Source: an optimization exercise on an open RTL-to-GDS flow (aim: small area). Production flows keep margins and buffers that such runs may drop. Only simulation tests tie the RTL to the original design; equivalence was not proved. No activity file was given, so power comes from the tool's default toggle rates.

raven:
==> flow/design.v <==
module rf_aoi222 (
    input  logic a1, a2, b1, b2, c1, c2,
    output logic y
);
    assign y = ~((a1 & a2) | (b1 & b2) | (c1 & c2));
endmodule
module rf_sel33 #(
    parameter int WIDTH = 32
) (
    input  logic [32:0]      s,
    input  logic [32:0][WIDTH-1:0] d,
    output logic [WIDTH-1:0] out
);
    logic [10:0][WIDTH-1:0] n;
    for (genvar g = 0; g < 11; g++) begin : g_grp
        for (genvar b = 0; b < WIDTH; b++) begin : g_bit
            rf_aoi222 u_aoi (
                .a1(s[3*g]),   .a2(d[3*g][b]),
                .b1(s[3*g+1]), .b2(d[3*g+1][b]),
                .c1(s[3*g+2]), .c2(d[3*g+2][b]),
                .y (n[g][b])
            );
        end
    end
    always_comb begin
        out = '1;
        for (int g = 0; g < 11; g++) out = out & n[g];
        out = ~out;
    end
endmodule
module rf_sel31 #(
    parameter int WIDTH = 32
) (
    input  logic [30:0]      s,
    input  logic [30:0][WIDTH-1:0] d,
    output logic [WIDTH-1:0] out
);
    logic [10:0][WIDTH-1:0] n;
    for (genvar g = 0; g < 10; g++) begin : g_grp
        for (genvar b = 0; b < WIDTH; b++) begin : g_bit
            rf_aoi222 u_aoi (
                .a1(s[3*g]),   .a2(d[3*g][b]),
                .b1(s[3*g+1]), .b2(d[3*g+1][b]),
                .c1(s[3*g+2]), .c2(d[3*g+2][b]),
                .y (n[g][b])
            );
        end
    end
    assign n[10] = ~({WIDTH{s[30]}} & d[30]);
    always_comb begin
        out = '1;
        for (int g = 0; g < 11; g++) out = out & n[g];
        out = ~out;
    end
endmodule
module rf_dump #(
    parameter int WIDTH = 32,
    parameter int AW    = 5
) (
    input  logic             clk,
    input  logic             rst_n,
    input  logic             wen,
    input  logic [AW-1:0]    waddr,
    input  logic [WIDTH-1:0] wd,
    input  logic [AW-1:0]    raddr1,
    input  logic [AW-1:0]    raddr2,
    output logic [WIDTH-1:0] rd1,
    output logic [WIDTH-1:0] rd2,
    input  logic             dump_start,
    output logic             dump_busy,
    output logic             dump_valid,
    input  logic             dump_ready,
    output logic [AW-1:0]    dump_addr,
    output logic [WIDTH-1:0] dump_data,
    output logic             dump_last
);
    localparam int DEPTH = 1 << AW;
    localparam logic [AW-1:0] LAST_IDX = AW'(DEPTH - 1);
    logic [WIDTH-1:0] mem [1:DEPTH-1];
    logic [DEPTH-1:1] vld;
    logic [DEPTH-1:1] wsel;
    logic             busy_q;
    logic [AW-1:0]    idx_q, idx_d;
    logic [WIDTH-1:0] data_q, data_d;
    logic             load, fwd;
    logic [30:0]      s1, s2;
    logic [32:0]      sd;
    logic [30:0][WIDTH-1:0] rdat;
    logic [32:0][WIDTH-1:0] ddat;
    always_comb begin
        for (int i = 1; i < DEPTH; i++) wsel[i] = wen && (waddr == AW'(i));
    end
    always_ff @(posedge clk) begin
        for (int i = 1; i < DEPTH; i++)
            if (wsel[i]) mem[i] <= wd;
    end
    always_ff @(posedge clk) begin
        if (!rst_n) vld <= '0;
        else        vld <= vld | wsel;
    end
    always_comb begin
        for (int i = 1; i < DEPTH; i++) begin
            s1[i-1]   = vld[i] && (raddr1 == AW'(i));
            s2[i-1]   = vld[i] && (raddr2 == AW'(i));
            rdat[i-1] = mem[i];
        end
    end
    rf_sel31 #(.WIDTH(WIDTH)) u_rd1 (.s(s1), .d(rdat), .out(rd1));
    rf_sel31 #(.WIDTH(WIDTH)) u_rd2 (.s(s2), .d(rdat), .out(rd2));
    assign load  = busy_q ? (dump_ready && (idx_q != LAST_IDX)) : dump_start;
    assign idx_d = busy_q ? (idx_q + AW'(1)) : '0;
    always_comb begin
        fwd = 1'b0;
        for (int i = 1; i < DEPTH; i++) begin
            sd[i-1]   = load && vld[i] && !wsel[i] && (idx_d == AW'(i));
            ddat[i-1] = mem[i];
            fwd       = fwd | (load && wsel[i] && (idx_d == AW'(i)));
        end
        sd[31]   = fwd;
        ddat[31] = wd;
        sd[32]   = !load;
        ddat[32] = data_q;
    end
    rf_sel33 #(.WIDTH(WIDTH)) u_dsel (.s(sd), .d(ddat), .out(data_d));
    always_ff @(posedge clk) begin
        if (!rst_n)                                         busy_q <= 1'b0;
        else if (!busy_q)                                   busy_q <= dump_start;
        else if (dump_ready && (idx_q == LAST_IDX))         busy_q <= 1'b0;
    end
    always_ff @(posedge clk) begin
        data_q <= data_d;
        if (load) idx_q <= idx_d;
    end
    assign dump_busy  = busy_q;
    assign dump_valid = busy_q;
    assign dump_addr  = idx_q;
    assign dump_data  = data_q;
    assign dump_last  = busy_q && (idx_q == LAST_IDX);
endmodule
export LEC_CHECK = 0
export CAP_MARGIN = 20
export CELL_PAD_IN_SITES_DETAIL_PLACEMENT = 1
export CORE_MARGIN = 2
export CORE_UTILIZATION = 30
export PLACE_DENSITY = 0.4
export SLEW_MARGIN = 20
export SYNTH_HIERARCHICAL = 1
export SYNTH_MINIMUM_KEEP_SIZE = 0
create_clock -name core_clock -period 7.0 [get_ports {clk}]
standard.sh (not shown) runs the stock make flow with config.mk's settings and CLKGATE_MAP_FILE= SYNTH_SCRIPT=/design/flow/synth_recipe.tcl, a recipe that flattens the netlist after the stock synthesis.
==> flow/flow/run.sh <==
#!/bin/bash
# Own layout flow: the standard ORFS flow (standard synthesis unchanged), with
#  * minimum-size buffers on the I/O ports (buffer_ports -buffer_cell buf_1), and
#  * a clock tree of clkbuf_8 without dummy loads, clustered so that every
#    flip-flop clock pin keeps a low slew.
# The full make output goes to layout.log; ORFS writes each step's log under orfs/logs/.
set -euo pipefail
cd "$(dirname "$0")/.."
bash standard.sh \
  "BUFFER_PORTS_ARGS=-buffer_cell sky130_fd_sc_hd__buf_1" \
  "CTS_ARGS=-sink_clustering_enable -repair_clock_nets -dont_use_dummy_load -buf_list sky130_fd_sc_hd__clkbuf_8 -sink_clustering_size 16 -sink_clustering_max_diameter 50" \
  finish > layout.log 2>&1
> inputs changed (raven -> yarrow)
Settings: CELL_PAD_IN_SITES_DETAIL_PLACEMENT: 1 -> unset; PLACE_DENSITY: 0.4 -> 0.5.
==> flow/run.sh (new file) <==
#!/bin/bash
# synth_recipe.tcl (not shown) runs the flow's synth.tcl, then flattens the netlist and writes it again
# the make line also repeats each setting of config.mk as NAME=value (left out here)
make -C /OpenROAD-flow-scripts/flow DESIGN_CONFIG=/design/flow/config.mk WORK_HOME=/design/flow/orfs CLKGATE_MAP_FILE= SYNTH_SCRIPT=/design/flow/synth_recipe.tcl finish
removed: flow/flow/run.sh
removed: flow/standard.sh
### Flow results
Summary of yarrow over raven: standard cell area after detailed placement higher; power increased by 19% relative to the old numbers.
In the reports for raven and yarrow, the larger fraction of standard cell area in multi-input logic belongs to raven.
Peak supply drop went up by more than 10% going from raven to yarrow.
When yarrow is measured against raven, its via count turns out about 0.8% lower.
yarrow vs raven — final non-filler cell total climbed slightly
[inputs] zinc vs yarrow
==> flow/flow/run.sh (new file) <==
#!/bin/bash
# Own layout flow: the standard ORFS flow (standard synthesis unchanged), with
#  * minimum-size buffers on the I/O ports (buffer_ports -buffer_cell buf_1), and
#  * a clock tree of clkbuf_8 without dummy loads, clustered so that every
#    flip-flop clock pin keeps a low slew.
# The full make output goes to layout.log; ORFS writes each step's log under orfs/logs/.
set -euo pipefail
cd "$(dirname "$0")/.."
bash standard.sh \
  "BUFFER_PORTS_ARGS=-buffer_cell sky130_fd_sc_hd__buf_1" \
  "CTS_ARGS=-sink_clustering_enable -repair_clock_nets -dont_use_dummy_load -buf_list sky130_fd_sc_hd__clkbuf_8 -sink_clustering_size 16 -sink_clustering_max_diameter 50" \
  finish > layout.log 2>&1
==> flow/standard.sh (new file) <==
#!/bin/bash
# synth_recipe.tcl (not shown) runs the flow's synth.tcl, then flattens the netlist and writes it again
# the make line also repeats each setting of config.mk as NAME=value (left out here)
make -C /OpenROAD-flow-scripts/flow DESIGN_CONFIG=/design/flow/config.mk WORK_HOME=/design/flow/orfs CLKGATE_MAP_FILE= SYNTH_SCRIPT=/design/flow/synth_recipe.tcl "${@:-finish}"
removed: flow/run.sh
[summary]
Going from yarrow to zinc, the total cell area at the placement stage was found to have gone down by about 2.3%.
Compared to yarrow, zinc has static leakage 1.5 nW lower.
Cell-internal power (yarrow / zinc): 1.3
On area of all placed cells without fillers: zinc sits below yarrow.
Row logic depth of the worst setup path including buffers: zinc higher / yarrow lower
Comparing zinc against yarrow, there is no change at all in instance count of the mapped netlist.
Changes observed in zinc relative to yarrow: final critical-path setup slack went up, sequential share of cell area went up.

port drivers added, routing unchanged:
How much do the figures lean on ideal ports? The routed layouts below were timed once more, with nothing changed but the port constraints. Step 1, drivers: a clkbuf_16 drives clk and a buf_2 each remaining input, both assumed. Step 2 moves the port delays by t, midway between the first and last clock arrival at a register: inputs arrive t later, outputs are due t later. That takes back most of the time a late clock gives input paths. Slacks: no drivers / after step 1 / after step 2; pairs: no drivers / after step 1.
| run | shift t [ns] | setup WS [ns] | latest minus earliest clock arrival (ns) | cell pins on the clock port's net |
|---|---|---|---|---|
| raven | 0.925 | 0.911 / 0.873 / 0.873 | 0.111 / 0.111 | 1 |
| yarrow | 0.815 | 0.366 / 0.328 / 0.328 | 0.044 / 0.044 | 1 |
| zinc | 0.932 | 1.154 / 1.121 / 1.121 | 0.155 / 0.156 | 1 |
After both steps every run listed still meets setup and hold.
